Background: an optimization exercise with open tools, aiming at small area and a short achievable clock period. Do not read the settings as production practice. In this exercise RTL edits were held to simulation tests only and were not proved equivalent to the original. No activity file was given, so power comes from the tool's default toggle rates. The flow treats the clock pin as an ideal source, which a real chip does not have.

### flow/design.v
module block_data_memory #(
    parameter int LATENCY    = 5,
    parameter int ADDR_WIDTH = 6,
    parameter int DATA_WIDTH = 32
) (
    input  logic                  CLOCK,
    input  logic                  RESET_N,
    input  logic                  READ,
    input  logic                  WRITE,
    input  logic [ADDR_WIDTH-1:0] ADDRESS,
    input  logic [DATA_WIDTH-1:0] WRITEDATA,
    output logic [DATA_WIDTH-1:0] READDATA,
    output logic                  BUSYWAIT
);
    localparam int DEPTH = 1 << ADDR_WIDTH;    
    localparam int LO_W  = ADDR_WIDTH / 2;     
    localparam int NLO   = 1 << LO_W;          
    localparam int NHI   = 1 << (ADDR_WIDTH - LO_W);
    localparam int NGRP  = DEPTH / 3;          
    logic                  idle_n;       
    logic                  busy_n;       
    logic [LATENCY-1:0]    acc;          
    logic                  clr;          
    logic                  start;        
    logic                  fire;         
    logic [NLO-1:0]        req_lo;       
    logic [NHI-1:0]        req_hi;       
    logic [DATA_WIDTH-1:0] req_data;
    logic                  req_write;
    logic [DATA_WIDTH-1:0] mem [DEPTH];
    logic [DEPTH-1:0]      sel;          
    logic [DATA_WIDTH-1:0] rd_word;
    logic [DATA_WIDTH-1:0] rd_stage;
    assign start = ~idle_n & (READ | WRITE);
    assign fire  = acc[LATENCY-1];
    always_ff @(posedge CLOCK or negedge RESET_N) begin
        if (!RESET_N) begin
            idle_n <= 1'b0;
            busy_n <= 1'b1;
            acc  <= '0;
            clr  <= 1'b1;
        end else begin
            idle_n <= ~((~idle_n & ~(READ | WRITE)) | (busy_n & idle_n));
            busy_n <= ~(start | (~busy_n & ~fire));
            acc  <= {acc[LATENCY-2:0], start};
            clr  <= 1'b0;
        end
    end
    always_ff @(posedge CLOCK or negedge RESET_N) begin
        if (!RESET_N) begin
            req_data <= '0;
        end else if (start) begin
            req_data <= WRITEDATA;
        end
    end
    always_ff @(posedge CLOCK) begin
        if (start) begin
            for (int j = 0; j < NLO; j++) req_lo[j] <= (ADDRESS[LO_W-1:0] == LO_W'(j));
            for (int j = 0; j < NHI; j++) req_hi[j] <= (ADDRESS[ADDR_WIDTH-1:LO_W] == (ADDR_WIDTH-LO_W)'(j));
            req_write <= WRITE;
        end
    end
    always_comb begin
        for (int i = 0; i < DEPTH; i++) begin
            sel[i] = req_hi[i / NLO] & req_lo[i % NLO];
        end
    end
    always_ff @(posedge CLOCK) begin
        for (int i = 0; i < DEPTH; i++) begin
            if (clr || (fire && req_write && sel[i])) begin
                mem[i] <= req_data;
            end
        end
    end
    for (genvar b = 0; b < DATA_WIDTH; b++) begin : g_bit
        logic [NGRP:0] grp_n;            
        logic [7:0]    l1;
        logic [3:0]    l2_n;
        for (genvar g = 0; g < NGRP; g++) begin : g_grp
            bdm_aoi222 u_aoi (
                .s0(sel[3*g]),   .d0(mem[3*g][b]),
                .s1(sel[3*g+1]), .d1(mem[3*g+1][b]),
                .s2(sel[3*g+2]), .d2(mem[3*g+2][b]),
                .y_n(grp_n[g])
            );
        end
        bdm_nand2 u_last (.a(sel[DEPTH-1]), .b(mem[DEPTH-1][b]), .y_n(grp_n[NGRP]));
        bdm_nand3 u_l1_0 (.a(grp_n[0]),  .b(grp_n[1]),  .c(grp_n[2]),  .y_n(l1[0]));
        bdm_nand3 u_l1_1 (.a(grp_n[3]),  .b(grp_n[4]),  .c(grp_n[5]),  .y_n(l1[1]));
        bdm_nand3 u_l1_2 (.a(grp_n[6]),  .b(grp_n[7]),  .c(grp_n[8]),  .y_n(l1[2]));
        bdm_nand3 u_l1_3 (.a(grp_n[9]),  .b(grp_n[10]), .c(grp_n[11]), .y_n(l1[3]));
        bdm_nand3 u_l1_4 (.a(grp_n[12]), .b(grp_n[13]), .c(grp_n[14]), .y_n(l1[4]));
        bdm_nand3 u_l1_5 (.a(grp_n[15]), .b(grp_n[16]), .c(grp_n[17]), .y_n(l1[5]));
        bdm_nand2 u_l1_6 (.a(grp_n[18]), .b(grp_n[19]), .y_n(l1[6]));
        bdm_nand2 u_l1_7 (.a(grp_n[20]), .b(grp_n[21]), .y_n(l1[7]));
        bdm_nor2  u_l2_0 (.a(l1[0]), .b(l1[1]), .y_n(l2_n[0]));
        bdm_nor2  u_l2_1 (.a(l1[2]), .b(l1[3]), .y_n(l2_n[1]));
        bdm_nor2  u_l2_2 (.a(l1[4]), .b(l1[5]), .y_n(l2_n[2]));
        bdm_nor2  u_l2_3 (.a(l1[6]), .b(l1[7]), .y_n(l2_n[3]));
        bdm_nand4 u_l3   (.a(l2_n[0]), .b(l2_n[1]), .c(l2_n[2]), .d(l2_n[3]), .y_n(rd_word[b]));
    end
    always_ff @(posedge CLOCK) begin
        rd_stage <= rd_word;
    end
    always_ff @(posedge CLOCK or negedge RESET_N) begin
        if (!RESET_N) begin
            READDATA <= '0;
        end else if (fire && !req_write) begin
            READDATA <= rd_stage;
        end
    end
    logic bw_req_n;
    bdm_o21ai u_bw_req (.a1(READ),   .a2(WRITE),    .b1(RESET_N), .y_n(bw_req_n));
    bdm_o21ai u_bw_out (.a1(idle_n), .a2(bw_req_n), .b1(busy_n),  .y_n(BUSYWAIT));
endmodule
module bdm_aoi222 (
    input  logic s0, d0, s1, d1, s2, d2,
    output logic y_n
);
    assign y_n = ~((s0 & d0) | (s1 & d1) | (s2 & d2));
endmodule
module bdm_nand2 (
    input  logic a, b,
    output logic y_n
);
    assign y_n = ~(a & b);
endmodule
module bdm_nand3 (
    input  logic a, b, c,
    output logic y_n
);
    assign y_n = ~(a & b & c);
endmodule
module bdm_nand4 (
    input  logic a, b, c, d,
    output logic y_n
);
    assign y_n = ~(a & b & c & d);
endmodule
module bdm_nor2 (
    input  logic a, b,
    output logic y_n
);
    assign y_n = ~(a | b);
endmodule
module bdm_o21ai (
    input  logic a1, a2, b1,
    output logic y_n
);
    assign y_n = ~((a1 | a2) & b1);
endmodule
### flow/flow/run.sh
#!/bin/bash
# The standard layout (standard.sh, all steps), with one change in clock tree
# synthesis: larger sink clusters (24 sinks, 70 um) and no dummy loads, so the
# tree needs far fewer buffers. The make output goes to standard.log here; each
# step's own log is under orfs/logs/.
set -euo pipefail
here=$(cd "$(dirname "${BASH_SOURCE[0]}")/.." && pwd)
cd "$here"
export CTS_ARGS="-sink_clustering_enable -repair_clock_nets -dont_use_dummy_load -sink_clustering_size 24 -sink_clustering_max_diameter 70"
bash ./standard.sh > "$here/standard.log" 2>&1
### flow/standard.sh
#!/bin/bash
# synth_recipe.tcl (not shown) runs the flow's synth.tcl, then flattens the netlist and writes it again
# the make line also repeats each setting of config.mk as NAME=value (left out here)
make -C /OpenROAD-flow-scripts/flow DESIGN_CONFIG=/design/flow/config.mk WORK_HOME=/design/flow/orfs CLKGATE_MAP_FILE= SYNTH_SCRIPT=/design/flow/synth_recipe.tcl "${@:-finish}"
### flow/config.mk
export PLATFORM = sky130hd
export DESIGN_NAME = block_data_memory
export DESIGN_NICKNAME = block_data_memory
export VERILOG_FILES = /design/flow/design.v
export SDC_FILE = /design/flow/constraint.sdc
export NUM_CORES = 4
export LEC_CHECK = 0
export CAP_MARGIN = 20
export CORE_MARGIN = 2
export CORE_UTILIZATION = 60
export SETUP_SLACK_MARGIN = 3.0
export SLEW_MARGIN = 20
export SYNTH_HIERARCHICAL = 1
### flow/constraint.sdc
create_clock -name core_clock -period 5.5 [get_ports {CLOCK}]
set_input_delay 1.1000 -clock core_clock [delete_from_list [all_inputs] [get_ports {CLOCK}]]
set_output_delay 1.1000 -clock core_clock [all_outputs]
set_load 0.01 [all_outputs]
==> flow_summary_export.csv, run 1 <==
group,metric,value,unit
timing,fin_ws,2.87,ns
run_status,status,"complete, no violations",
route,met3_length,27100,um
power_and_ir_drop,internal-power,0.0317,W
worst_setup_path,reg2reg_depth,6,
synth,synth.ff_latch_count,2169,
layout,stdcell_count,5550,
synth,synthXorXnorAreaFrac,0,%
synth,synth.avg_cell_area,21.2,sq um
route,viasPerCell,7.30,
power_and_ir_drop,power_frac_seq,59.3,%
die,die_area,128000,sq um
worst_setup_path,cp_cell_sequence,"buf_8, o21ai_2, o21ai_1, buf_2",
cts,clock_latency,0.74,ns
synth,synth_seq_area_share,85.6,%
timing,max_freq,381,MHz
layout,seq_area,64500,sq um
timing,tightestPinTransition,0.997,ns
timing,tns,0,ns
cts,clkTransAtPathRegs,0.08,ns
worst_setup_path,slowest_delay,0.14,ns
placed_design,numPortBuffers,74,
power_and_ir_drop,swShare,31.1,%
run,max_cap_violations,0,
die,coreArea,125000,sq um
power_and_ir_drop,vdd_drop_max,0.000954,V
route,ant_nets,0,
power_and_ir_drop,p_switching,0.0143,W
placed_design,placedCellCount,5385,
synth,postSynthCellCount,3546,
route,wl_met1,78100,um
cts,cts_tree,"built",
layout,fill_cells,8166,
placed_design,place_hpwl,112000,um
timing,hold_viol_final,0,
min_path,hold_path.class,"input pin to asynchronous set/reset pin",
route,first_pass_iters,10,
layout,num-nets-final,3941,
grt,antenna_found_initial,12,
worst_setup_path,crit_fanout,2,
power_and_ir_drop,finalPower,0.0460,W
timing,slew_violations,0,
route,wire_per_inst,38.1,um
placed_design,preCtsSetupSlack,1.90,ns
worst_setup_path,required,4.40,ns
layout,multi_input_area,11000,sq um
grt,grt_pass1_vias,37740,
grt,grt_remaining_overflow,0,
synth,synth_nets,3588,
synth,yosysUniqueCellTypes,30,
grt,grt_pass1_wl,288000,um
power_and_ir_drop,p_clk_share,18.1,%
synth,synth_compound_area_share,9.61,%
worst_setup_path,critical_path.endpoint,"BUSYWAIT",
timing,holdWs,0.300,ns
synth,synth_top_cell_by_area,"edfxtp_1",
synth,synth_area_leaders,"edfxtp_1 82%, a222oi_1 8.9%, dfrtp_1 2.3%",
cts,clkSinkCount,2169,
route,drtIter0Drc,8522,
worst_setup_path,rrSetupSlack,2.97,ns
timing,clock_skew,0.0531,ns
timing,relSlewSlack,33.5,%
cts,cts_root_buf,"clkbuf_16",
layout,layout-drive-gt1-share,14.1,%
worst_setup_path,cp_slowest_cell,"buf_2",
placed_design,place_congestion,0.854,
die,die_w,358,um
layout,area_growth,9.59,%
cts,ctsHtreeMaxLevel,3,
worst_setup_path,worstSetupPathType,"input pin to output pin",
power_and_ir_drop,p_per_area,557,nW/um^2
timing,rsz0062_at_grt,"true",
synth,syn-cell-area,75300,sq um
die,io_pins,75,
cts,numCtsBuffers,113,
synth,synth_adder_area_share,0,%
grt,grt.total_usage,32.7,%
timing,setup_viol,0,
worst_setup_path,cp-startpoint,"WRITE",
route,top_layer,"met5",
worst_setup_path,r2r-start,"req_hi[4]",
timing,fin_crit_sh,47.8,%
timing,fin_crit,2.63,ns
synth,synth_top_family_by_area,"compound AO/OA/AOI/OAI gates",
synth,synth-simple-area-share,3.45,%
synth,synth.area.mux_share,1.11,%
worst_setup_path,cp-end-kind,"output pin",
route,dr_wl_met2,98600,um
worst_setup_path,r2r-end,"rd_stage[28]",
route,drc,0,
route,num_vias,40542,
power_and_ir_drop,p_leak,27.4,nW
power_and_ir_drop,combPwrFrac,22.5,%
die,die_h,358,um
synth,ys.warnings.count,9,
cts,clock_path_buffers,3,
die,initial_core_util,60.2,%
grt,grt_start_max_net_pins,66,
die,rows,130,
synth,synth_top_area_share,82.3,%
worst_setup_path,startpoint_type,"input pin",
route,wirelength,211000,um
worst_setup_path,arrival,1.53,ns
==> per-stage QoR <==
stage               instance area (sq um)  util, %
floorplan                           75300        -
global placement                    79100     63.2
detailed placement                  79100     63.2
CTS                                 82300     65.8
global route                        82500     66.0
finish                              82600     66.0
==> Yosys cell counts, drive strengths merged <==
cell type and n:
edfxtp 2065, buf 15, clkbuf 15, mux2 64, nor3 3, conb 1, nand3 192, nand4 32
dfstp 2, o21ai 2, and2 64, dfrtp 70, nand2 98, o21a 1, a21o 64, nor2b 1
a222oi 672, and3 10, o21bai 1, nor3b 6, inv 1, and3b 4, dfxtp 32, a21oi 1
nor2 130
==> layout by cell type (no fill, tap or decap), types with 30 or more instances in the layout <==
| master | instances |
|---|---|
| clkdlybuf4s50_1 | 38 |
| nor2_1 | 73 |
| nand2_1 | 98 |
| nand3_1 | 184 |
| dfrtp_1 | 35 |
| a222oi_1 | 672 |
| nor2_2 | 41 |
| and2_1 | 42 |
| clkbuf_16 | 113 |
| a21o_1 | 56 |
| dfrtp_2 | 35 |
| mux2_2 | 34 |
| mux2_4 | 30 |
| dfxtp_1 | 32 |
| nand4_1 | 32 |
| edfxtp_1 | 2065 |
| buf_4 | 193 |
==> final cells by class <==
type                    instances  share of cell area (%)
inverters                       1                 0.00455
repair buffers                268                    2.58
diodes                          3                 0.00909
flip-flops and latches       2169                    78.1
multi-input cells            1346                    13.3
well taps                    1650                    2.50
clock buffers                 113                    3.43
==> power by group through the flow <==
stage / logic [W] / clock network, W / registers (W)
finish: 0.0104 / 0.00834 / 0.0273
global route: 0.0107 / 0.00896 / 0.0277
CTS: 0.0101 / 0.00843 / 0.0273
global placement: 0.00953 / 0 / 0.0274
detailed placement: 0.00981 / 0 / 0.0278
floorplan: 0.00359 / 0 / 0.0281
==> logic make-up after synthesis <==
logic type,after synthesis
compound gates,741
mux,64
other cells,1
buf+inv,31
flops,2169
simple gates,540
==> critical path, delay by kind of cell <==
family,cells,cell delay (ns)
AO/OA/AOI/OAI,2,0.19
buffers and inverters,2,0.24
==> what timing repair did <==
action,in CTS,in global routing
hold endpoints to repair,0,0
resized for setup,183,57
hold buffers,0,0
setup buffers,34,14
setup endpoints to repair,372,94
pin swaps,1,4
cloned,1,0
==> how the worst min path moves through the flow <==
stage / start / endpoint / slack [ns]
floorplan: acc[0] / acc[1] / 0.33
global placement: acc[0] / acc[1] / 0.34
detailed placement: acc[3] / acc[4] / 0.34
CTS: RESET_N / req_data[12] / 0.26
global route: RESET_N / req_data[12] / 0.26
finish: RESET_N / req_data[12] / 0.30
==> per-layer routing <==
layer,GRT usage (%),up-vias
li1,-,16567
met1,47.6,20937
met4,10.4,14
met5,0,-
met3,6.70,291
met2,50.7,2733
==> modules after synthesis, one instance, submodules excluded <==
module	flops+latches	times used
bdm_aoi222	0	672
bdm_nand2	0	96
bdm_nand3	0	192
bdm_nand4	0	32
bdm_nor2	0	128
bdm_o21ai	0	2
block_data_memory	2169	1
==> flip-flops by register name, indices dropped and copies added, names as in the netlist, 5 cells and up <==
| name | count |
|---|---|
| rd_stage | 32 |
| READDATA | 32 |
| req_data | 32 |
| req_lo | 8 |
| acc | 5 |
| mem | 2048 |
| req_hi | 8 |
==> inputs of run 2 (changes only) <==
--- a/flow/design.v
+++ b/flow/design.v
@@ -30,7 +30,6 @@
     logic [DATA_WIDTH-1:0] mem [DEPTH];
     logic [DEPTH-1:0]      sel;          
     logic [DATA_WIDTH-1:0] rd_word;
-    logic [DATA_WIDTH-1:0] rd_stage;
     assign start = ~idle_n & (READ | WRITE);
     assign fire  = acc[LATENCY-1];
     always_ff @(posedge CLOCK or negedge RESET_N) begin
@@ -99,14 +98,11 @@
         bdm_nor2  u_l2_3 (.a(l1[6]), .b(l1[7]), .y_n(l2_n[3]));
         bdm_nand4 u_l3   (.a(l2_n[0]), .b(l2_n[1]), .c(l2_n[2]), .d(l2_n[3]), .y_n(rd_word[b]));
     end
-    always_ff @(posedge CLOCK) begin
-        rd_stage <= rd_word;
-    end
     always_ff @(posedge CLOCK or negedge RESET_N) begin
         if (!RESET_N) begin
             READDATA <= '0;
         end else if (fire && !req_write) begin
-            READDATA <= rd_stage;
+            READDATA <= rd_word;
         end
     end
     logic bw_req_n;
==> run 2 against run 1 <==
Critical path depth is 4 higher. Setup slack worse by 0.060 ns. Via count is 1.8% higher. Hold slack better by 0.035 ns. Sequential power hardly changed.
==> flow_summary_export.csv, run 2 <==
group,metric,value,unit
run_status,status,"complete, no violations",
layout,final_cell_mix,"2065 x edfxtp_1, 672 x a222oi_1, 165 x buf_4, 130 x clkbuf_16, 116 x nand3_1",
cts,cts_tree,"built",
route,drtIter0Drc,9359,
timing,fin_crit_sh,48.9,%
worst_setup_path,crit_fanout,8,
die,die_w,357,um
timing,clock_skew,0.0568,ns
layout,area_growth,13.0,%
synth,synth_area_leaders,"edfxtp_1 83%, a222oi_1 9.0%, dfrtp_1 2.3%",
synth,synth_nets,3556,
grt,antenna_found_initial,13,
timing,fin_crit,2.69,ns
synth,synth_top_cell_by_area,"edfxtp_1",
synth,synth_top_area_share,83.0,%
worst_setup_path,startpoint_type,"flip-flop",
power_and_ir_drop,p_per_area,557,nW/um^2
grt,grt_start_max_net_pins,66,
timing,max_freq,372,MHz
run,max_cap_violations,0,
die,io_pins,75,
layout,largest_register_ffs,2048,
layout,reg_top3,"mem (2048), READDATA (32), req_data (32)",
timing,tns,0,ns
placed_design,postPlaceCellArea,78500,sq um
route,drc,0,
timing,holdWs,0.335,ns
synth,synth_seq_area_share,85.4,%
cts,clkSinkCount,2137,
die,coreArea,124000,sq um
layout,layout-drive-gt1-share,18.9,%
layout,final_cell_area,84400,sq um
grt,grt_pass1_vias,38502,
layout,num-nets-final,3985,
synth,yosysUniqueCellTypes,29,
timing,rsz0062_at_grt,"true",
route,num_vias,41252,
cts,numCtsBuffers,115,
grt,grt_pass1_wl,293000,um
die,die_area,127000,sq um
timing,slew_violations,0,
timing,hold_viol_final,0,
die,die_h,357,um
placed_design,place_congestion,0.862,
synth,synthArstFlopShare,3.37,%
die,initial_core_util,60.4,%
timing,setup_viol,0,
cts,clkTransAtPathRegs,0.09,ns
synth,postSynthCellCount,3514,
min_path,hold_path.class,"input pin to asynchronous set/reset pin",
route,wire_per_inst,39.0,um
power_and_ir_drop,p_leak,28.2,nW
layout,top_register,"mem",
synth,synth.ff_latch_count,2137,
worst_setup_path,cp-end-kind,"flip-flop",
worst_setup_path,rrSetupSlack,2.81,ns
layout,layout_commonest_cell,"edfxtp_1",
synth,ys.warnings.count,9,
cts,cts_root_buf,"clkbuf_16",
synth,synth_most_common_cell,"edfxtp_1",
route,ant_nets,0,
route,viasPerCell,7.39,
route,wirelength,218000,um
worst_setup_path,arrival,3.29,ns
synth,ys.flop_type,"edfxtp_1",
placed_design,place_hpwl,111000,um
cts,clock_latency,0.74,ns
cts,clock_path_buffers,3,
placed_design,numPortBuffers,74,
timing,tightestPinTransition,1.00,ns
power_and_ir_drop,vdd_drop_max,0.000904,V
timing,relSlewSlack,33.2,%
worst_setup_path,worstSetupPathType,"flip-flop to flip-flop",
synth,syn-cell-area,74700,sq um
grt,grt.total_usage,33.3,%
cts,ctsHtreeMaxLevel,3,
synth,synth.avg_cell_area,21.3,sq um
synth,synth_common_cells,"2065 x edfxtp_1, 672 x a222oi_1, 192 x nand3_1",
synth,synth-edff-count,2065,
route,first_pass_iters,10,
worst_setup_path,required,6.10,ns
grt,grt_remaining_overflow,0,
die,rows,129,
==> run 2: cell types whose count changed after synthesis <==
cell | before | now
dfxtp_1 | 32 | 0
==> run 2: final timing paths <==
kind / startpoint / cells after the start / to
worst min-delay path: RESET_N / 2 / req_data[7]
worst max-delay path: req_hi[3] / 8 / READDATA[9]
worst max register to register: req_hi[3] / 8 / READDATA[9]
min in group core_clock: acc[3] / 0 / acc[4]
worst min register to register: acc[3] / 0 / acc[4]
max in group asynchronous: RESET_N / 3 / READDATA[21]
==> run 2: area by class of cell <==
cell class / instances / area (sq um)
timing repair buffer: 336 / 3750
clock buffer: 115 / 2880
tap: 1637 / 2050
multi-input combinational: 1352 / 11900
inverter: 1 / 3.75
antenna: 7 / 17.5
fill: 7868 / 39200
sequential: 2137 / 63900
==> run 2: where the power goes <==
group / internal [W] / leakage [nW] / switching (W)
Clock: 0.00369 / 1.42 / 0.00471
Combinational: 0.00302 / 5.85 / 0.00832
Sequential: 0.0255 / 21.0 / 0.00184
==> run 2: timing repair <==
item                       CTS  global route
setup buffers               57            25
gates cloned                13            21
setup endpoints to repair   97            45
pin swaps                   66           183
hold buffers                 0             0
resized for setup          438           161
==> run 2: worst max-delay path, stage by stage, from the launching register on <==
cell	delay, ns
edfxtp_1	0.44
buf_12	0.17
and2_4	0.19
buf_12	0.15
a222oi_1	0.40
nand3_2	0.29
nor2_4	0.22
nand4_1	0.30
mux2_4	0.37
==> run 2: cells by family after synthesis <==
family	count (synthesis)	share of synthesized area [%]
flops	2137	85.4
compound gates	741	9.69
simple gates	540	3.48
mux	64	1.12
buf+inv	31	0.270
other cells	1	0.00502
==> run 2: per-module statistics from Yosys (local to each module, per instance) <==
module / flip-flops and latches / cells inside / times used
bdm_nand4: 0 / 1 / 32
block_data_memory: 2137 / 2392 / 1
bdm_nand2: 0 / 1 / 96
bdm_aoi222: 0 / 1 / 672
bdm_o21ai: 0 / 1 / 2
bdm_nor2: 0 / 1 / 128
bdm_nand3: 0 / 1 / 192
==> run 2: stage by stage <==
stage | total power (W) | worst slack [ns] | util, % | cells
detailed placement | 0.0372 | 1.82 | 63.5 | 5347
finish | 0.0471 | 2.81 | 68.3 | 5585
global placement | 0.0365 | 1.82 | 63.5 | 5347
global route | 0.0485 | 2.77 | 68.3 | 5580
CTS | 0.0463 | 2.77 | 67.3 | 5532
floorplan | 0.0315 | 3.04 | - | 3514
==> run 2: layer usage <==
| metal | vias to the layer above | routed length [um] | track usage (%) | part of all wire (%) |
|---|---|---|---|---|
| met4 | 12 | 7610 | 10.4 | 3.5 |
| met1 | 21382 | 80700 | 48.4 | 37 |
| met3 | 325 | 31100 | 9.24 | 14 |
| met5 | - | 72 | 0 | 0.033 |
| li1 | 16655 | - | - | - |
| met2 | 2878 | 98400 | 49.8 | 45 |
==> inputs of run 3 (changes only) <==
--- a/flow/design.v
+++ b/flow/design.v
@@ -30,6 +30,7 @@
     logic [DATA_WIDTH-1:0] mem [DEPTH];
     logic [DEPTH-1:0]      sel;          
     logic [DATA_WIDTH-1:0] rd_word;
+    logic [DATA_WIDTH-1:0] rd_stage;
     assign start = ~idle_n & (READ | WRITE);
     assign fire  = acc[LATENCY-1];
     always_ff @(posedge CLOCK or negedge RESET_N) begin
@@ -98,11 +99,14 @@
         bdm_nor2  u_l2_3 (.a(l1[6]), .b(l1[7]), .y_n(l2_n[3]));
         bdm_nand4 u_l3   (.a(l2_n[0]), .b(l2_n[1]), .c(l2_n[2]), .d(l2_n[3]), .y_n(rd_word[b]));
     end
+    always_ff @(posedge CLOCK) begin
+        rd_stage <= rd_word;
+    end
     always_ff @(posedge CLOCK or negedge RESET_N) begin
         if (!RESET_N) begin
             READDATA <= '0;
         end else if (fire && !req_write) begin
-            READDATA <= rd_word;
+            READDATA <= rd_stage;
         end
     end
     logic bw_req_n;
==> flow/flow/run.sh (replaced) <==
#!/bin/bash
# The standard layout (standard.sh, all steps), with one change in clock tree
# synthesis: larger sink clusters (30 sinks, 80 um) and no dummy loads, so the
# tree needs far fewer buffers. The make output goes to standard.log here; each
# step's own log is under orfs/logs/.
set -euo pipefail
here=$(cd "$(dirname "${BASH_SOURCE[0]}")/.." && pwd)
cd "$here"
export CTS_ARGS="-sink_clustering_enable -repair_clock_nets -dont_use_dummy_load -sink_clustering_size 30 -sink_clustering_max_diameter 80"
bash ./standard.sh > "$here/standard.log" 2>&1
==> run 3 against run 2 <==
Sequential share of layout area rose by 3.0 points. First-iteration DRC count fell by 5.7%. Register-to-register slack better by 0.17 ns. Cell count down 0.95%. Via count shrank 1.7%. Sequential cell count rose by 32. Non-clock buffer count shrank 59. Utilization shrank 2.7 points. Synthesized area rose by 0.86%. Fmax rose by 1.8%. Largest power group unchanged.
==> flow_summary_export.csv, run 3 <==
group,metric,value,unit
die,coreArea,125000,sq um
synth,postSynthCellCount,3546,
timing,tns,0,ns
grt,antenna_found_initial,11,
synth,synth_top_area_share,82.3,%
route,wirelength,211000,um
synth,synth_adder_area_share,0,%
die,rows,130,
power_and_ir_drop,power_frac_seq,60.5,%
cts,cts_tree,"built",
timing,hold_viol_final,0,
cts,numCtsBuffers,85,
timing,fin_crit_sh,48.0,%
worst_setup_path,cp-end-kind,"output pin",
synth,ys.warnings.count,9,
die,initial_core_util,60.2,%
power_and_ir_drop,finalPower,0.0451,W
synth,synth-simple-area-share,3.45,%
worst_setup_path,cp_cell_sequence,"buf_6, o21ai_2, o21ai_1, buf_2",
power_and_ir_drop,internal-power,0.0309,W
worst_setup_path,startpoint_type,"input pin",
worst_setup_path,slowest_delay,0.14,ns
placed_design,place_congestion,0.854,
synth,synth_top_cell_by_area,"edfxtp_1",
route,viasPerCell,7.33,
route,wire_per_inst,38.2,um
power_and_ir_drop,p_switching,0.0142,W
timing,fin_crit,2.64,ns
run_status,status,"complete, no violations",
synth,ys.flop_type,"edfxtp_1",
power_and_ir_drop,p_clk_share,16.3,%
synth,synth-edff-count,2065,
worst_setup_path,cp_slowest_cell,"buf_2",
placed_design,preCtsSetupSlack,1.90,ns
synth,synthArstFlopShare,3.32,%
synth,synth_seq_area_share,85.6,%
grt,grt_remaining_overflow,0,
layout,layout-drive-gt1-share,13.4,%
timing,rsz0062_at_grt,"true",
layout,final_cell_area,82000,sq um
timing,tightestPinTransition,1.01,ns
grt,grt_pass1_wl,288000,um
synth,synth.avg_cell_area,21.2,sq um
die,die_area,128000,sq um
run,max_cap_violations,0,
route,drc,0,
die,die_h,358,um
synth,synth_area_leaders,"edfxtp_1 82%, a222oi_1 8.9%, dfrtp_1 2.3%",
synth,synth_compound_area_share,9.61,%
grt,grt_pass1_vias,37700,
grt,grt_start_max_net_pins,66,
grt,grt.total_usage,32.7,%
timing,relSlewSlack,32.9,%
synth,synth.area.mux_share,1.11,%
cts,clkTransAtPathRegs,0.10,ns
power_and_ir_drop,p_per_area,549,nW/um^2
worst_setup_path,crit_fanout,4,
timing,clock_skew,0.0562,ns
synth,synth.ff_latch_count,2169,
layout,layout_commonest_cell,"edfxtp_1",
synth,synth_most_common_cell,"edfxtp_1",
worst_setup_path,worstSetupPathType,"input pin to output pin",
layout,num-nets-final,3922,
layout,fill_cells,8226,
power_and_ir_drop,swShare,31.5,%
cts,clkSinkCount,2169,
placed_design,place_hpwl,112000,um
worst_setup_path,required,4.40,ns
timing,max_freq,379,MHz
layout,final_cell_mix,"2065 x edfxtp_1, 672 x a222oi_1, 201 x buf_4, 179 x nand3_1, 98 x nand2_1",
route,drtIter0Drc,8827,
placed_design,postPlaceCellArea,79100,sq um
route,first_pass_iters,9,
power_and_ir_drop,vdd_drop_max,0.000963,V
route,ant_nets,0,
synth,yosysUniqueCellTypes,30,
layout,top_register,"mem",
route,num_vias,40561,
layout,area_growth,8.86,%
worst_setup_path,arrival,1.54,ns
timing,fin_ws,2.86,ns
cts,ctsHtreeMaxLevel,3,
placed_design,numPortBuffers,74,
timing,slew_violations,0,
power_and_ir_drop,p_leak,27.2,nW
synth,synthXorXnorAreaFrac,0,%
synth,synth_top_family_by_area,"compound AO/OA/AOI/OAI gates",
die,io_pins,75,
min_path,hold_path.class,"input pin to asynchronous set/reset pin",
cts,cts_root_buf,"clkbuf_16",
die,die_w,358,um
power_and_ir_drop,combPwrFrac,23.2,%
synth,synth_common_cells,"2065 x edfxtp_1, 672 x a222oi_1, 192 x nand3_1",
cts,clock_path_buffers,3,
timing,setup_viol,0,
synth,syn-cell-area,75300,sq um
synth,synth_nets,3588,
cts,clock_latency,0.71,ns
layout,largest_register_ffs,2048,
[run 3: critical path, delay by kind of cell]
kind,cells,cell delay [ns]
AO/OA/AOI/OAI,2,0.19
buffers and inverters,2,0.25
[run 3: cells by family after synthesis]
group / count (synthesis)
DFF: 2169
AOI/OAI and AO/OA: 741
and+or+nand+nor: 540
muxes: 64
buffers and inverters: 31
other: 1
[run 3: modules after synthesis, one instance, submodules excluded]
module             flip-flops and latches  cell area (sq um)  cells inside
bdm_aoi222                              0               10.0             1
bdm_nand2                               0               3.75             1
bdm_nand3                               0               5.00             1
bdm_nand4                               0               6.26             1
bdm_nor2                                0               3.75             1
bdm_o21ai                               0               5.00             1
block_data_memory                    2169              66600          2424
[run 3: final cells by class]
class / instances / area [sq um] / area share (%)
Sequential cell: 2169 / 64500 / 78.7
Clock buffer: 85 / 2130 / 2.59
Tap cell: 1650 / 2060 / 2.52
Timing Repair Buffer: 277 / 2240 / 2.73
Multi-Input combinational cell: 1346 / 11100 / 13.5
Inverter: 1 / 3.75 / 0.00458
Antenna cell: 4 / 10.0 / 0.0122
[run 3: worst paths after layout]
| kind | start | endpoint | slack [ns] | depth (start not counted) |
|---|---|---|---|---|
| max in group asynchronous | RESET_N | READDATA[29] | 4.45 | 2 |
| max | WRITE | BUSYWAIT | 2.86 | 4 |
| min | RESET_N | req_data[1] | 0.33 | 1 |
| max reg2reg | req_hi[5] | rd_stage[9] | 2.98 | 6 |
| min in group core_clock | acc[3] | acc[4] | 0.37 | 0 |
| min reg2reg | acc[3] | acc[4] | 0.37 | 0 |
[run 3: power groups by stage]
stage | clock network [W] | logic (W) | registers [W]
floorplan | 0 | 0.00359 | 0.0281
global placement | 0 | 0.00953 | 0.0274
detailed placement | 0 | 0.00981 | 0.0278
CTS | 0.00741 | 0.0101 | 0.0273
global route | 0.00792 | 0.0107 | 0.0277
finish | 0.00734 | 0.0104 | 0.0273
[run 3: routing by layer]
| metal | global-route usage [%] | vias up | part of all wire (%) |
|---|---|---|---|
| li1 | - | 16508 | - |
| met1 | 47.4 | 21035 | 37 |
| met2 | 50.4 | 2760 | 47 |
| met3 | 6.81 | 248 | 13 |
| met4 | 11.0 | 10 | 3.4 |
| met5 | 0 | - | 0.028 |
[run 3: per-stage QoR]
| stage | cells | hold slack [ns] | utilization, % |
|---|---|---|---|
| after detailed placement | 5385 | 0.337 | 63.2 |
| after global placement | 5385 | 0.336 | 63.2 |
| final | 5532 | 0.327 | 65.6 |
| after floorplan | 3546 | 0.331 | - |
| after global routing | 5528 | 0.303 | 65.6 |
| after CTS | 5524 | 0.148 | 65.4 |
[run 3: timing repair]
item / 4_1_cts / 5_1_grt
gates cloned: 1 / 0
pin swaps: 1 / 7
resized for setup: 156 / 71
buffers inserted: 53 / 4
setup endpoints to repair: 560 / 95
hold buffers: 0 / 0
==> inputs of run 4 (changes only) <==
--- a/flow/design.v
+++ b/flow/design.v
@@ -23,9 +23,13 @@
     logic                  clr;          
     logic                  start;        
     logic                  fire;         
+    logic                  wstart;       
+    logic                  clear;        
+    logic [NLO-1:0]        in_lo;        
+    logic [NHI-1:0]        in_hi;        
+    logic [DATA_WIDTH-1:0] wbus;         
     logic [NLO-1:0]        req_lo;       
     logic [NHI-1:0]        req_hi;       
-    logic [DATA_WIDTH-1:0] req_data;
     logic                  req_write;
     logic [DATA_WIDTH-1:0] mem [DEPTH];
     logic [DEPTH-1:0]      sel;          
@@ -33,6 +37,8 @@
     logic [DATA_WIDTH-1:0] rd_stage;
     assign start = ~idle_n & (READ | WRITE);
     assign fire  = acc[LATENCY-1];
+    assign wstart = ~idle_n & WRITE;
+    assign clear  = clr & ~wstart;
     always_ff @(posedge CLOCK or negedge RESET_N) begin
         if (!RESET_N) begin
             idle_n <= 1'b0;
@@ -43,21 +49,24 @@
             idle_n <= ~((~idle_n & ~(READ | WRITE)) | (busy_n & idle_n));
             busy_n <= ~(start | (~busy_n & ~fire));
             acc  <= {acc[LATENCY-2:0], start};
-            clr  <= 1'b0;
+            clr  <= clr & wstart;
         end
+    end
+    always_comb begin
+        for (int j = 0; j < NLO; j++) in_lo[j] = (ADDRESS[LO_W-1:0] == LO_W'(j));
+        for (int j = 0; j < NHI; j++) in_hi[j] = (ADDRESS[ADDR_WIDTH-1:LO_W] == (ADDR_WIDTH-LO_W)'(j));
     end
     always_ff @(posedge CLOCK or negedge RESET_N) begin
         if (!RESET_N) begin
-            req_data <= '0;
+            req_write <= 1'b0;
         end else if (start) begin
-            req_data <= WRITEDATA;
+            req_write <= WRITE;
         end
     end
     always_ff @(posedge CLOCK) begin
         if (start) begin
-            for (int j = 0; j < NLO; j++) req_lo[j] <= (ADDRESS[LO_W-1:0] == LO_W'(j));
-            for (int j = 0; j < NHI; j++) req_hi[j] <= (ADDRESS[ADDR_WIDTH-1:LO_W] == (ADDR_WIDTH-LO_W)'(j));
-            req_write <= WRITE;
+            req_lo <= in_lo;
+            req_hi <= in_hi;
         end
     end
     always_comb begin
@@ -65,10 +74,12 @@
             sel[i] = req_hi[i / NLO] & req_lo[i % NLO];
         end
     end
+    assign wbus = WRITEDATA & {DATA_WIDTH{wstart}};
     always_ff @(posedge CLOCK) begin
         for (int i = 0; i < DEPTH; i++) begin
-            if (clr || (fire && req_write && sel[i])) begin
-                mem[i] <= req_data;
+            if ((wstart && in_hi[i / NLO] && in_lo[i % NLO]) ||
+                (clear && !(req_write && sel[i]))) begin
+                mem[i] <= wbus;
             end
         end
     end
==> flow/flow/run.sh (replaced) <==
#!/bin/bash
# The standard layout (standard.sh, all steps), with one change in clock tree
# synthesis: larger sink clusters (24 sinks, 70 um) and no dummy loads, so the
# tree needs far fewer buffers. The make output goes to standard.log here; each
# step's own log is under orfs/logs/.
set -euo pipefail
here=$(cd "$(dirname "${BASH_SOURCE[0]}")/.." && pwd)
cd "$here"
export CTS_ARGS="-sink_clustering_enable -repair_clock_nets -dont_use_dummy_load -sink_clustering_size 24 -sink_clustering_max_diameter 70"
bash ./standard.sh > "$here/standard.log" 2>&1
==> run 4 against run 3 <==
Routed wire length grew 4.9%. Largest power group unchanged. Global-route usage grew 1.4 points. Sequential power shrank 32%. Still clean.
==> flow_summary_export.csv, run 4 <==
group,metric,value,unit
run_status,status,"complete, no violations",
synth,synth.avg_cell_area,20.6,sq um
synth,synth-simple-area-share,4.52,%
synth,synth_seq_area_share,85.1,%
placed_design,place_hpwl,126000,um
worst_setup_path,required,4.40,ns
timing,setup_viol,0,
power_and_ir_drop,p_leak,27.3,nW
layout,fill_cells,7777,
route,wire_per_inst,38.6,um
route,num_vias,42472,
cts,clock_path_buffers,3,
synth,ys.warnings.count,9,
timing,tightestPinTransition,1.03,ns
synth,synth_area_leaders,"edfxtp_1 83%, a222oi_1 9.0%, nand3_1 1.3%",
route,first_pass_iters,8,
timing,max_freq,376,MHz
grt,grt_pass1_vias,39712,
layout,num-nets-final,4150,
grt,grt_start_max_net_pins,65,
synth,synth_nets,3673,
cts,cts_tree,"built",
layout,reg_top3,"mem (2048), READDATA (32), rd_stage (32)",
die,rows,129,
placed_design,postPlaceCellArea,80100,sq um
layout,layout_commonest_cell,"edfxtp_1",
grt,grt.total_usage,34.0,%
layout,layout-drive-gt1-share,18.8,%
worst_setup_path,startpoint_type,"input pin",
synth,synth_top_cell_by_area,"edfxtp_1",
layout,seq_area,63600,sq um
route,drtIter0Drc,9079,
cts,numCtsBuffers,114,
synth,synth_most_common_cell,"edfxtp_1",
synth,postSynthCellCount,3631,
timing,clock_skew,0.0695,ns
route,drc,0,
timing,relSlewSlack,31.2,%
cts,clock_latency,0.74,ns
cts,clkSinkCount,2137,
synth,yosysUniqueCellTypes,32,
timing,fin_crit_sh,48.3,%
synth,synth_top_area_share,82.9,%
route,ant_nets,0,
synth,synthXorXnorAreaFrac,0,%
placed_design,place_congestion,0.884,
layout,largest_register_ffs,2048,
die,die_w,357,um
worst_setup_path,arrival,1.56,ns
synth,synthArstFlopShare,1.92,%
die,initial_core_util,60.5,%
timing,hold_viol_final,0,
synth,synth.ff_latch_count,2137,
cts,clkTransAtPathRegs,0.08,ns
route,viasPerCell,7.39,
die,io_pins,75,
synth,synth_top_family_by_area,"compound AO/OA/AOI/OAI gates",
die,die_area,127000,sq um
layout,final_cell_area,86000,sq um
layout,area_growth,15.0,%
synth,synth.area.mux_share,0.495,%
layout,final_util,69.6,%
worst_setup_path,crit_fanout,5,
worst_setup_path,worstSetupPathType,"input pin to output pin",
layout,final_cell_mix,"2064 x edfxtp_1, 672 x a222oi_1, 169 x nand3_1, 161 x buf_4, 122 x clkbuf_16",
die,coreArea,124000,sq um
worst_setup_path,cp_slowest_cell,"buf_2",
timing,tns,0,ns
synth,synth_compound_area_share,9.55,%
synth,syn-cell-area,74800,sq um
power_and_ir_drop,p_per_area,393,nW/um^2
synth,synth_adder_area_share,0,%
die,die_h,357,um
timing,slew_violations,0,
synth,ys.flop_type,"edfxtp_1",
cts,ctsHtreeMaxLevel,3,
grt,antenna_found_initial,18,
timing,rsz0062_at_grt,"true",
synth,synth_common_cells,"2064 x edfxtp_1, 672 x a222oi_1, 200 x nand3_1",
worst_setup_path,rrSetupSlack,2.89,ns
power_and_ir_drop,finalPower,0.0338,W
cts,cts_root_buf,"clkbuf_16",
power_and_ir_drop,vdd_drop_max,0.000415,V
layout,top_register,"mem",
timing,fin_crit,2.66,ns
grt,grt_pass1_wl,301000,um
placed_design,numPortBuffers,74,
cts,cts_hold_buf,0,
grt,grt_remaining_overflow,0,
run,max_cap_violations,0,
synth,synth-edff-count,2064,
route,wirelength,222000,um
layout,multi_input_area,12900,sq um
worst_setup_path,cp_cell_sequence,"buf_16, o21ai_4, o21ai_1, buf_2",
min_path,hold_path.class,"input pin to asynchronous set/reset pin",
worst_setup_path,cp-end-kind,"output pin",
worst_setup_path,slowest_delay,0.14,ns
-- run 4: changes by cell type in the layout (fill, tap and decap cells not counted), moves of 30 or more --
cell / change
buf_6: +73
o22ai_4: +65
and3_1: +64
a21o_1: -56
buf_12: +52
buf_4: -40
clkbuf_16: +37
dfrtp_2: -35
nor2_4: +33
and2_4: +30
mux2_4: -30
-- run 4: final cells by class --
class,count,area share (%)
Antenna cell,3,0.00873
Tap cell,1637,2.38
Inverter,1,0.00436
Clock buffer,114,3.32
Multi-Input combinational cell,1455,15.0
Sequential cell,2137,74.0
Timing Repair Buffer,399,5.32
-- run 4: layer usage --
metal  vias to the layer above  global-route usage (%)  part of all wire (%)
li1                      17195                       -                     -
met1                     21870                    48.6                    36
met2                      3055                    53.6                    47
met3                       334                    6.23                    13
met4                        18                    12.2                   3.9
met5                         -                       0                 0.050
-- run 4: cell families after synthesis --
logic type	after synthesis
AOI/OAI and AO/OA	739
buffers and inverters	47
DFF	2137
muxes	33
and+or+nand+nor	675
-- run 4: path summary, 6_finish.rpt --
| path | start | endpoint | depth (start not counted) |
|---|---|---|---|
| max in group asynchronous | RESET_N | READDATA[16] | 2 |
| min | RESET_N | READDATA[18] | 1 |
| max | RESET_N | BUSYWAIT | 4 |
| min in group core_clock | acc[0] | acc[1] | 0 |
| max reg2reg | req_lo[4] | rd_stage[23] | 8 |
| min reg2reg | acc[0] | acc[1] | 0 |
-- run 4: where the power goes --
group / switching (W) / internal, W / total, W
Sequential: 0.0000686 / 0.0184 / 0.0185
Clock: 0.00468 / 0.00366 / 0.00834
Combinational: 0.00488 / 0.00209 / 0.00697
Total: 0.00963 / 0.0241 / 0.0338
-- run 4: critical path: cells and delay by family --
kind / cells / cell delay (ns)
buffers and inverters: 2 / 0.27
AO/OA/AOI/OAI: 2 / 0.17
-- run 4: per-stage QoR --
| step | setup WS (ns) | cells | hold slack (ns) |
|---|---|---|---|
| floorplan | 2.66 | 3631 | 0.331 |
| global placement | 1.24 | 5483 | 0.340 |
| detailed placement | 1.17 | 5483 | 0.337 |
| CTS | 2.79 | 5688 | 0.131 |
| global route | 2.83 | 5743 | 0.148 |
| finish | 2.84 | 5746 | 0.174 |
-- run 4: per-module statistics from Yosys, one instance, submodules excluded, a selection --
module / cell area [sq um] / cells inside / flip-flops and latches / copies in the design
block_data_memory: 66000 / 2509 / 2137 / 1
bdm_nand2: 3.75 / 1 / 0 / 96
bdm_aoi222: 10.0 / 1 / 0 / 672
bdm_nand4: 6.26 / 1 / 0 / 32
bdm_nor2: 3.75 / 1 / 0 / 128
bdm_nand3: 5.00 / 1 / 0 / 192
-- run 4: repair_timing --
| item | in CTS | in global routing |
|---|---|---|
| buffers inserted | 77 | 42 |
| resized for setup | 404 | 125 |
| pin swaps | 104 | 88 |
| setup endpoints to repair | 4166 | 1208 |
| gates cloned | 14 | 13 |
==> inputs of run 5 (changes only) <==
==> flow/design.v (replaced) <==
module block_data_memory #(
    parameter int LATENCY    = 5,
    parameter int ADDR_WIDTH = 6,
    parameter int DATA_WIDTH = 32
) (
    input  logic                  CLOCK,
    input  logic                  RESET_N,
    input  logic                  READ,
    input  logic                  WRITE,
    input  logic [ADDR_WIDTH-1:0] ADDRESS,
    input  logic [DATA_WIDTH-1:0] WRITEDATA,
    output logic [DATA_WIDTH-1:0] READDATA,
    output logic                  BUSYWAIT
);
    localparam int RB   = 2;                       
    localparam int RL   = 1 << RB;                 
    localparam int NR   = 1 << (ADDR_WIDTH - RB);  
    localparam int NGRP = NR / 3;                  
    logic                       idle_n;       
    logic                       busy_n;       
    logic [LATENCY-1:0]         acc;          
    logic                       start;        
    logic                       fire;         
    logic [ADDR_WIDTH-1:0]      req_addr;
    logic [DATA_WIDTH-1:0]      req_data;
    logic                       req_write;
    logic [RB-1:0]              rot;          
    logic [RB-1:0]              pos;          
    logic [NR-1:0]              ring_sel;     
    logic [NR-1:0]              wr_ring;      
    logic [NR-1:0]              rd_sel;       
    logic                       rd_take;      
    logic [DATA_WIDTH-1:0]      ring [NR][RL];
    logic [RL-1:0]              vld  [NR];
    logic [DATA_WIDTH-1:0]      rd_word;
    logic [DATA_WIDTH-1:0]      rd_hold;
    assign start = ~idle_n & (READ | WRITE);
    assign fire  = acc[LATENCY-1];
    always_ff @(posedge CLOCK or negedge RESET_N) begin
        if (!RESET_N) begin
            idle_n <= 1'b0;
            busy_n <= 1'b1;
            acc    <= '0;
            rot    <= '0;
        end else begin
            idle_n <= ~((~idle_n & ~(READ | WRITE)) | (busy_n & idle_n));
            busy_n <= ~(start | (~busy_n & ~fire));
            acc    <= {acc[LATENCY-2:0], start};
            rot    <= rot + 1'b1;
        end
    end
    always_ff @(posedge CLOCK) begin
        if (start) begin
            req_addr  <= ADDRESS;
            req_data  <= WRITEDATA;
            req_write <= WRITE;
        end
    end
    assign pos     = req_addr[RB-1:0] + rot;
    assign rd_take = ~busy_n & (pos == '0);
    always_comb begin
        for (int r = 0; r < NR; r++) begin
            ring_sel[r] = (req_addr[ADDR_WIDTH-1:RB] == (ADDR_WIDTH-RB)'(r));
            wr_ring[r]  = ~busy_n & req_write & (pos == '1) & ring_sel[r];
            rd_sel[r]   = ring_sel[r] & vld[r][0];
        end
    end
    always_ff @(posedge CLOCK) begin
        for (int r = 0; r < NR; r++) begin
            ring[r][0] <= wr_ring[r] ? req_data : ring[r][RL-1];
            for (int k = 1; k < RL; k++) begin
                ring[r][k] <= ring[r][k-1];
            end
        end
    end
    always_ff @(posedge CLOCK or negedge RESET_N) begin
        if (!RESET_N) begin
            for (int r = 0; r < NR; r++) vld[r] <= '0;
        end else begin
            for (int r = 0; r < NR; r++) vld[r] <= {vld[r][RL-2:0], vld[r][RL-1] | wr_ring[r]};
        end
    end
    for (genvar b = 0; b < DATA_WIDTH; b++) begin : g_bit
        logic [NGRP:0] grp_n;            
        logic [1:0]    l1;
        for (genvar g = 0; g < NGRP; g++) begin : g_grp
            bdm_aoi222 u_aoi (
                .s0(rd_sel[3*g]),   .d0(ring[3*g][0][b]),
                .s1(rd_sel[3*g+1]), .d1(ring[3*g+1][0][b]),
                .s2(rd_sel[3*g+2]), .d2(ring[3*g+2][0][b]),
                .y_n(grp_n[g])
            );
        end
        bdm_nand2 u_last (.a(rd_sel[NR-1]), .b(ring[NR-1][0][b]), .y_n(grp_n[NGRP]));
        bdm_nand3 u_l1_0 (.a(grp_n[0]), .b(grp_n[1]), .c(grp_n[2]), .y_n(l1[0]));
        bdm_nand3 u_l1_1 (.a(grp_n[3]), .b(grp_n[4]), .c(grp_n[5]), .y_n(l1[1]));
        assign rd_word[b] = l1[0] | l1[1];
    end
    always_ff @(posedge CLOCK) begin
        if (rd_take) begin
            rd_hold <= rd_word;
        end
    end
    always_ff @(posedge CLOCK or negedge RESET_N) begin
        if (!RESET_N) begin
            READDATA <= '0;
        end else if (fire && !req_write) begin
            READDATA <= rd_hold;
        end
    end
    logic bw_req_n;
    bdm_o21ai u_bw_req (.a1(READ),   .a2(WRITE),    .b1(RESET_N), .y_n(bw_req_n));
    bdm_o21ai u_bw_out (.a1(idle_n), .a2(bw_req_n), .b1(busy_n),  .y_n(BUSYWAIT));
endmodule
module bdm_aoi222 (
    input  logic s0, d0, s1, d1, s2, d2,
    output logic y_n
);
    assign y_n = ~((s0 & d0) | (s1 & d1) | (s2 & d2));
endmodule
module bdm_nand2 (
    input  logic a, b,
    output logic y_n
);
    assign y_n = ~(a & b);
endmodule
module bdm_nand3 (
    input  logic a, b, c,
    output logic y_n
);
    assign y_n = ~(a & b & c);
endmodule
module bdm_o21ai (
    input  logic a1, a2, b1,
    output logic y_n
);
    assign y_n = ~((a1 | a2) & b1);
endmodule
==> run 5 against run 4 <==
Still clean on timing, DRC and antenna. Critical path depth unchanged. Hold slack better by 0.13 ns. Clock skew down 0.039 ns. Largest cell class unchanged. Largest power group unchanged.
==> flow_summary_export.csv, run 5 <==
group,metric,value,unit
worst_setup_path,startpoint_type,"input pin",
layout,multi_input_area,9530,sq um
timing,fin_crit,2.69,ns
timing,fin_crit_sh,48.9,%
placed_design,postPlaceCellArea,57400,sq um
grt,grt_util_met1,38.7,%
layout,largest_register_ffs,2048,
timing,max_freq,372,MHz
layout,final_cell_area,61600,sq um
route,ant_nets,0,
worst_setup_path,cp-startpoint,"RESET_N",
cts,cts_root_buf,"clkbuf_16",
route,wire_per_inst,28.0,um
cts,clkTransAtPathRegs,0.09,ns
synth,postSynthCellCount,3222,
synth,synth_top_cell_by_area,"dfxtp_1",
synth,synth.avg_cell_area,17.2,sq um
cts,numCtsBuffers,103,
synth,synth_most_common_cell,"dfxtp_1",
timing,fin_ws,2.81,ns
timing,setup_viol,0,
placed_design,numPortBuffers,74,
synth,ys.flop_type,"dfxtp_1",
layout,top_register,"ring",
min_path,worstHoldStart,"ring[50][7]",
placed_design,preCtsSetupSlack,1.95,ns
worst_setup_path,cp-end-kind,"output pin",
synth,synth_common_cells,"2048 x dfxtp_1, 521 x mux2_2, 160 x a222oi_1",
cts,clock_latency,0.70,ns
grt,grt.total_usage,26.1,%
layout,num-nets-final,3481,
run_status,status,"complete, no violations",
route,viasPerCell,5.54,
cts,ctsHtreeMaxLevel,3,
layout,layout-drive-gt1-share,25.5,%
cts,cts_hold_buf,0,
grt,grt_start_max_net_pins,68,
worst_setup_path,crit_fanout,2,
grt,grt_pass1_vias,26045,
grt,grtUsageMet3,4.61,%
route,num_vias,25591,
worst_setup_path,reg2reg_depth,7,
worst_setup_path,worstSetupPathType,"input pin to output pin",
route,drc,0,
layout,final_cell_mix,"2048 x dfxtp_1, 521 x mux2_2, 160 x a222oi_1, 109 x clkbuf_16, 103 x dfrtp_1",
synth,synth_nets,3265,
synth,synth_area_leaders,"dfxtp_1 74%, mux2_2 11%, dfrtp_1 4.7%",
die,die_w,308,um
layout,fill_cells,6135,
die,initial_core_util,60.5,%
synth,synth_top_area_share,73.9,%
synth,synth_seq_area_share,82.5,%
grt,grt_use_met2,39.9,%
timing,rsz0062_at_grt,"true",
worst_setup_path,r2r-start,"rot[0]",
timing,tightestPinTransition,0.898,ns
worst_setup_path,critical_path.endpoint,"BUSYWAIT",
grt,grt_remaining_overflow,0,
route,drtIter0Drc,2554,
timing,hold_viol_final,0,
timing,clock_skew,0.0305,ns
run,max_cap_violations,0,
cts,clock_path_buffers,3,
placed_design,place_hpwl,58700,um
die,coreArea,91700,sq um
worst_setup_path,required,4.40,ns
timing,tns,0,ns
worst_setup_path,r2r-end,"ring[56][10]",
die,die_area,94900,sq um
die,io_pins,75,
die,die_h,308,um
grt,busiest_layer,"met2",
route,wirelength,129000,um
synth,yosysUniqueCellTypes,32,
timing,relSlewSlack,40.1,%
layout,seq_area,45800,sq um
cts,clkSinkCount,2224,
power_and_ir_drop,p_per_area,463,nW/um^2
min_path,hold_path.class,"flip-flop to flip-flop",
route,first_pass_iters,8,
layout,reg_top3,"ring (2048), vld (64)",
timing,holdWs,0.302,ns
synth,ys.warnings.count,11,
cts,cts_tree,"built",
synth,synth-edff-count,71,
power_and_ir_drop,vdd_drop_max,0.000342,V
layout,final_util,67.2,%
timing,slew_violations,0,
worst_setup_path,arrival,1.59,ns
synth,synthArstFlopShare,4.72,%
placed_design,place_congestion,0.745,
synth,synth.ff_latch_count,2224,
grt,antenna_found_initial,6,
power_and_ir_drop,p_leak,25.0,nW
grt,grt_pass1_wl,179000,um
worst_setup_path,rrSetupSlack,3.03,ns
layout,layout_commonest_cell,"dfxtp_1",
die,rows,111,
synth,syn-cell-area,55500,sq um
layout,area_growth,11.1,%
## run 5: routing by layer
metal / vias to the layer above / share of wire (%)
li1: 11524 / -
met1: 13129 / 46
met2: 755 / 45
met3: 183 / 6.4
met4: 0 / 2.6
met5: - / 0
## run 5: metrics by stage
step,std cells,total power [W]
floorplan,3222,0.0197
global placement,4422,0.0206
detailed placement,4422,0.0207
CTS,4578,0.0285
global route,4622,0.0295
finish,4623,0.0285
## run 5: logic make-up after synthesis
logic type,Yosys count,share of synthesized area [%]
flops,2224,82.5
mux,545,11.2
simple gates,195,2.24
compound gates,162,2.91
buf+inv,93,1.09
xor+xnor,2,0.0586
fa+ha+maj,1,0.0226
## run 5: power by group
| part | leakage, nW | switching (W) | total (W) | internal, W |
|---|---|---|---|---|
| sequential | 18.6 | 0.000907 | 0.0190 | 0.0181 |
| clock | 1.27 | 0.00461 | 0.00795 | 0.00334 |
| combinational | 5.10 | 0.000801 | 0.00163 | 0.000825 |
## run 5: how the worst min path moves through the flow
stage | endpoint | cells past startpoint
2_1_floorplan | ring[10][0] | 0
3_3_place_gp | ring[43][3] | 0
3_5_place_dp | ring[11][1] | 0
4_1_cts | ring[51][7] | 0
5_1_grt | ring[18][13] | 0
6_report | ring[51][7] | 0
## run 5: cell type report
type / count / area share, %
flip-flops and latches: 2224 / 74.3
multi-input cells: 920 / 15.5
clock buffers: 103 / 4.18
repair buffers: 188 / 3.67
well taps: 1186 / 2.41
inverters: 1 / 0.00609
diodes: 1 / 0.00406
## run 5: repair_timing
item | 4_1_cts | 5_1_grt
gates cloned | 14 | 12
pin swaps | 30 | 33
endpoints found under the setup margin | 608 | 245
setup buffers | 39 | 32
gates resized for setup | 158 | 42
## run 5: Yosys stat by module (local to each module, per instance)
module             cells  times used  area, sq um  flip-flops and latches
block_data_memory   2964           1        53400                    2224
bdm_aoi222             1         160         10.0                       0
bdm_nand3              1          64         5.00                       0
bdm_o21ai              1           2         5.00                       0
bdm_nand2              1          32         3.75                       0
## run 5: worst max-delay path, cell delays in order
cell and delay (ns):
buf_16 0.11, o21ai_4 0.06, o21ai_2 0.15, buf_2 0.15
==> inputs of run 6 (changes only) <==
--- a/flow/design.v
+++ b/flow/design.v
@@ -23,15 +23,17 @@
     logic                       fire;         
     logic [ADDR_WIDTH-1:0]      req_addr;
     logic [DATA_WIDTH-1:0]      req_data;
-    logic                       req_write;
+    logic                       req_write;    
+    logic                       cleared;      
+    logic                       clr;          
+    logic [DATA_WIDTH-1:0]      wbus;         
     logic [RB-1:0]              rot;          
     logic [RB-1:0]              pos;          
     logic [NR-1:0]              ring_sel;     
+    logic [NR-1:0]              wr_word;      
     logic [NR-1:0]              wr_ring;      
-    logic [NR-1:0]              rd_sel;       
     logic                       rd_take;      
     logic [DATA_WIDTH-1:0]      ring [NR][RL];
-    logic [RL-1:0]              vld  [NR];
     logic [DATA_WIDTH-1:0]      rd_word;
     logic [DATA_WIDTH-1:0]      rd_hold;
     assign start = ~idle_n & (READ | WRITE);
@@ -42,42 +44,49 @@
             busy_n <= 1'b1;
             acc    <= '0;
             rot    <= '0;
+            cleared <= 1'b0;
         end else begin
             idle_n <= ~((~idle_n & ~(READ | WRITE)) | (busy_n & idle_n));
             busy_n <= ~(start | (~busy_n & ~fire));
             acc    <= {acc[LATENCY-2:0], start};
             rot    <= rot + 1'b1;
+            cleared <= cleared | (rot == '1);
         end
     end
     always_ff @(posedge CLOCK) begin
         if (start) begin
             req_addr  <= ADDRESS;
             req_data  <= WRITEDATA;
+        end
+    end
+    always_ff @(posedge CLOCK or negedge RESET_N) begin
+        if (!RESET_N) begin
+            req_write <= 1'b0;
+        end else if (start) begin
             req_write <= WRITE;
         end
+    end
+    assign clr  = ~cleared;
+    for (genvar b = 0; b < DATA_WIDTH; b++) begin : g_wbus
+        bdm_and2 u_and (.a(req_data[b]), .b(cleared), .y(wbus[b]));
     end
     assign pos     = req_addr[RB-1:0] + rot;
     assign rd_take = ~busy_n & (pos == '0);
     always_comb begin
         for (int r = 0; r < NR; r++) begin
             ring_sel[r] = (req_addr[ADDR_WIDTH-1:RB] == (ADDR_WIDTH-RB)'(r));
-            wr_ring[r]  = ~busy_n & req_write & (pos == '1) & ring_sel[r];
-            rd_sel[r]   = ring_sel[r] & vld[r][0];
+            wr_word[r]  = req_write & (pos == '1) & ring_sel[r];
         end
+    end
+    for (genvar r = 0; r < NR; r++) begin : g_wr
+        bdm_xor2 u_xor (.a(clr), .b(wr_word[r]), .y(wr_ring[r]));
     end
     always_ff @(posedge CLOCK) begin
         for (int r = 0; r < NR; r++) begin
-            ring[r][0] <= wr_ring[r] ? req_data : ring[r][RL-1];
+            ring[r][0] <= wr_ring[r] ? wbus : ring[r][RL-1];
             for (int k = 1; k < RL; k++) begin
                 ring[r][k] <= ring[r][k-1];
             end
-        end
-    end
-    always_ff @(posedge CLOCK or negedge RESET_N) begin
-        if (!RESET_N) begin
-            for (int r = 0; r < NR; r++) vld[r] <= '0;
-        end else begin
-            for (int r = 0; r < NR; r++) vld[r] <= {vld[r][RL-2:0], vld[r][RL-1] | wr_ring[r]};
         end
     end
     for (genvar b = 0; b < DATA_WIDTH; b++) begin : g_bit
@@ -85,13 +94,13 @@
         logic [1:0]    l1;
         for (genvar g = 0; g < NGRP; g++) begin : g_grp
             bdm_aoi222 u_aoi (
-                .s0(rd_sel[3*g]),   .d0(ring[3*g][0][b]),
-                .s1(rd_sel[3*g+1]), .d1(ring[3*g+1][0][b]),
-                .s2(rd_sel[3*g+2]), .d2(ring[3*g+2][0][b]),
+                .s0(ring_sel[3*g]),   .d0(ring[3*g][0][b]),
+                .s1(ring_sel[3*g+1]), .d1(ring[3*g+1][0][b]),
+                .s2(ring_sel[3*g+2]), .d2(ring[3*g+2][0][b]),
                 .y_n(grp_n[g])
             );
         end
-        bdm_nand2 u_last (.a(rd_sel[NR-1]), .b(ring[NR-1][0][b]), .y_n(grp_n[NGRP]));
+        bdm_nand2 u_last (.a(ring_sel[NR-1]), .b(ring[NR-1][0][b]), .y_n(grp_n[NGRP]));
         bdm_nand3 u_l1_0 (.a(grp_n[0]), .b(grp_n[1]), .c(grp_n[2]), .y_n(l1[0]));
         bdm_nand3 u_l1_1 (.a(grp_n[3]), .b(grp_n[4]), .c(grp_n[5]), .y_n(l1[1]));
         assign rd_word[b] = l1[0] | l1[1];
@@ -130,6 +139,18 @@
 );
     assign y_n = ~(a & b & c);
 endmodule
+module bdm_xor2 (
+    input  logic a, b,
+    output logic y
+);
+    assign y = a ^ b;
+endmodule
+module bdm_and2 (
+    input  logic a, b,
+    output logic y
+);
+    assign y = a & b;
+endmodule
 module bdm_o21ai (
     input  logic a1, a2, b1,
     output logic y_n
==> run 6 against run 5 <==
Still clean on timing, DRC and antenna. Final area is 2.5% higher. Die area is 3.0% lower. Setup slack worse by 0.078 ns. Non-clock buffer count is 86 higher. Count of clock-buffer cells in the layout is 3 lower. Highest routed layer is now met5.
==> flow_summary_export.csv, run 6 <==
group,metric,value,unit
synth,yosysUniqueCellTypes,29,
cts,clock_path_buffers,3,
placed_design,postPlaceCellArea,56300,sq um
worst_setup_path,required,6.06,ns
timing,tightestPinTransition,0.992,ns
power_and_ir_drop,finalPower,0.0303,W
worst_setup_path,cp-end-kind,"flip-flop",
cts,clock_latency,0.68,ns
die,coreArea,88600,sq um
die,die_h,303,um
synth,synthArstFlopShare,1.99,%
grt,grt_pass1_vias,25684,
synth,synth.ff_latch_count,2161,
cts,ctsHtreeMaxLevel,3,
synth,synth_top_cell_by_area,"dfxtp_1",
grt,grt_pass1_wl,171000,um
die,io_pins,75,
layout,antennaDiodeCount,0,
placed_design,place_hpwl,63500,um
route,first_pass_iters,6,
worst_setup_path,startpoint_type,"flip-flop",
grt,grt_remaining_overflow,0,
route,wl_met1,59700,um
worst_setup_path,arrival,3.33,ns
worst_setup_path,path_delay_family,"buffers and inverters",
synth,synth_seq_area_share,82.2,%
synth,synth_nets,3250,
layout,final_cell_mix,"2048 x dfxtp_1, 321 x mux2_4, 194 x mux2_2, 160 x a222oi_1, 126 x clkbuf_16",
route,met3_length,6620,um
route,num_vias,25428,
power_and_ir_drop,p_per_area,480,nW/um^2
run,max_cap_violations,0,
layout,layout_commonest_cell,"dfxtp_1",
worst_setup_path,cp_slowest_cell,"dfrtp_1",
cts,cts_tree,"built",
cts,numCtsBuffers,100,
synth,syn-cell-area,53800,sq um
synth,ys.warnings.count,9,
placed_design,numPortBuffers,74,
power_and_ir_drop,vdd_drop_max,0.000319,V
cts,clkTransAtPathRegs,0.10,ns
timing,setup_viol,0,
run_status,status,"complete, no violations",
timing,clock_skew,0.0300,ns
layout,final_cell_area,63200,sq um
timing,hold_viol_final,0,
layout,layout-drive-gt1-share,26.5,%
layout,area_growth,17.5,%
timing,fin_crit,2.77,ns
worst_setup_path,crit_fanout,8,
route,ant_nets,0,
worst_setup_path,slowest_delay,0.45,ns
timing,fin_crit_sh,50.3,%
die,die_area,92000,sq um
synth,synth.avg_cell_area,16.8,sq um
die,rows,109,
timing,slew_violations,0,
timing,fin_ws,2.73,ns
timing,rsz0062_at_grt,"true",
power_and_ir_drop,p_leak,25.3,nW
grt,grt.total_usage,25.5,%
route,drc,0,
layout,fill_cells,5588,
timing,max_freq,361,MHz
die,initial_core_util,60.6,%
worst_setup_path,worstSetupPathType,"flip-flop to flip-flop",
worst_setup_path,cp_cell_sequence,"ha_4, buf_4, xnor3_2, buf_4, nor4_4, xor2_4, buf_12, clkbuf_16, mux2_4",
route,viasPerCell,5.48,
route,dr_wl_met2,57700,um
grt,antenna_found_initial,3,
synth,ys.flop_type,"dfxtp_1",
route,top_layer,"met5",
placed_design,place_congestion,0.756,
route,drtIter0Drc,2451,
layout,top_register,"ring",
timing,tns,0,ns
timing,relSlewSlack,33.9,%
min_path,hold_path.class,"flip-flop to flip-flop",
route,wire_per_inst,27.5,um
grt,grt_start_max_net_pins,34,
cts,cts_root_buf,"clkbuf_16",
synth,synth-edff-count,70,
cts,clkSinkCount,2161,
layout,num-nets-final,3521,
placed_design,preCtsSetupSlack,1.82,ns
synth,synth_most_common_cell,"dfxtp_1",
synth,postSynthCellCount,3206,
layout,largest_register_ffs,2048,
route,wirelength,128000,um
synth,synth_top_area_share,76.3,%
worst_setup_path,crit_buf_inv,4,
worst_setup_path,cpMostUsedCell,"buf_4",
synth,synth_common_cells,"2048 x dfxtp_1, 480 x mux2_2, 160 x a222oi_1",
synth,synth_area_leaders,"dfxtp_1 76%, mux2_2 10%, edfxtp_1 3.9%",
cts,cts_hold_buf,0,
die,die_w,303,um
[run 6: metal layers]
layer	vias up	global-route usage, %
met3	152	4.11
met1	13082	36.8
met5	-	0
met4	2	6.70
li1	11493	-
met2	699	40.5
[run 6: cell type report]
type | instances | area, sq um | area share, %
sequential | 2161 | 44200 | 69.9
multi-input combinational | 936 | 11100 | 17.5
timing repair buffer | 274 | 3960 | 6.26
clock buffer | 100 | 2500 | 3.96
tap | 1165 | 1460 | 2.31
inverter | 4 | 15.0 | 0.0238
[run 6: per-module statistics from Yosys (local to each module, per instance)]
module             copies in the design  flip-flops and latches
bdm_o21ai                             2                       0
bdm_and2                             32                       0
bdm_nand2                            32                       0
bdm_aoi222                          160                       0
bdm_nand3                            64                       0
bdm_xor2                             16                       0
block_data_memory                     1                    2161
[run 6: through the flow]
stage	hold WS, ns	utilization (%)	cells
after CTS	0.311	68.4	4569
after global routing	0.321	71.3	4640
after global placement	0.310	63.5	4378
after detailed placement	0.312	63.6	4381
final	0.312	71.3	4640
after floorplan	0.310	-	3206
[run 6: logic make-up (layout without fill, tap and decap cells)]
logic type	Yosys count	count (layout)	share of synthesized area [%]
flops	2161	2161	82.2
xor+xnor	17	19	0.305
compound gates	165	165	3.03
mux	545	545	11.4
fa+ha+maj	2	2	0.0465
simple gates	204	205	2.10
buf+inv	112	378	0.917
[run 6: worst paths after layout]
path / start / to / slack (ns) / cells past startpoint
worst min-delay path: ring[61][16] / ring[62][16] / 0.31 / 0
worst max register to register: rot[0] / ring[20][18] / 2.73 / 9
worst min register to register: ring[61][16] / ring[62][16] / 0.31 / 0
min in group asynchronous: RESET_N / READDATA[18] / 0.48 / 2
worst max-delay path: rot[0] / ring[20][18] / 2.73 / 9
max in group asynchronous: RESET_N / READDATA[5] / 4.04 / 3
[run 6: power breakdown]
group | internal, W | switching, W | total [W]
sequential | 0.0184 | 0.000928 | 0.0194
combinational | 0.00153 | 0.00167 | 0.00321
clock | 0.00325 | 0.00450 | 0.00775
[run 6: timing repair]
action	CTS	global route
gates resized for setup	242	361
hold endpoints to repair	0	0
setup endpoints to repair	631	531
pin swaps	45	20
cloned	15	29
buffers inserted	73	42

[what the ideal ports hide]
The results above use ideal ports. As a check the final layouts listed here were re-extracted and re-timed, cells and wires unchanged.
Step 1 (the two cells are an assumption about what drives the block):
set clk [get_ports {CLOCK}]
set_driving_cell -lib_cell sky130_fd_sc_hd__clkbuf_16 $clk
set_driving_cell -lib_cell sky130_fd_sc_hd__buf_2 [delete_from_list [all_inputs] $clk]
Step 2, shift: input delay + t, output delay - t, t = (earliest + latest rising clock arrival at the registers) / 2. This alone moves slack from input paths to output paths.
Three values: ideal ports, drivers, drivers and shift; two values: the first two.
run | t (ns) | setup slack, ns | worst setup path after step 2
run 1 | 0.793 | 2.872 / 2.745 / 2.745 | input to output
run 2 | 0.792 | 2.812 / 2.754 / 2.754 | input to output
run 3 | 0.766 | 2.859 / 2.755 / 2.755 | input to output
run 4 | 0.782 | 2.844 / 2.758 / 2.192 | input to register
run 5 | 0.744 | 2.810 / 2.725 / 2.725 | input to output
run 6 | 0.730 | 2.732 / 2.732 / 2.636 | input to register
After both steps every run listed still meets setup and hold. The setup slack of run 4, which loses most, moves by -0.086 ns with the drivers and by -0.652 ns with both steps.
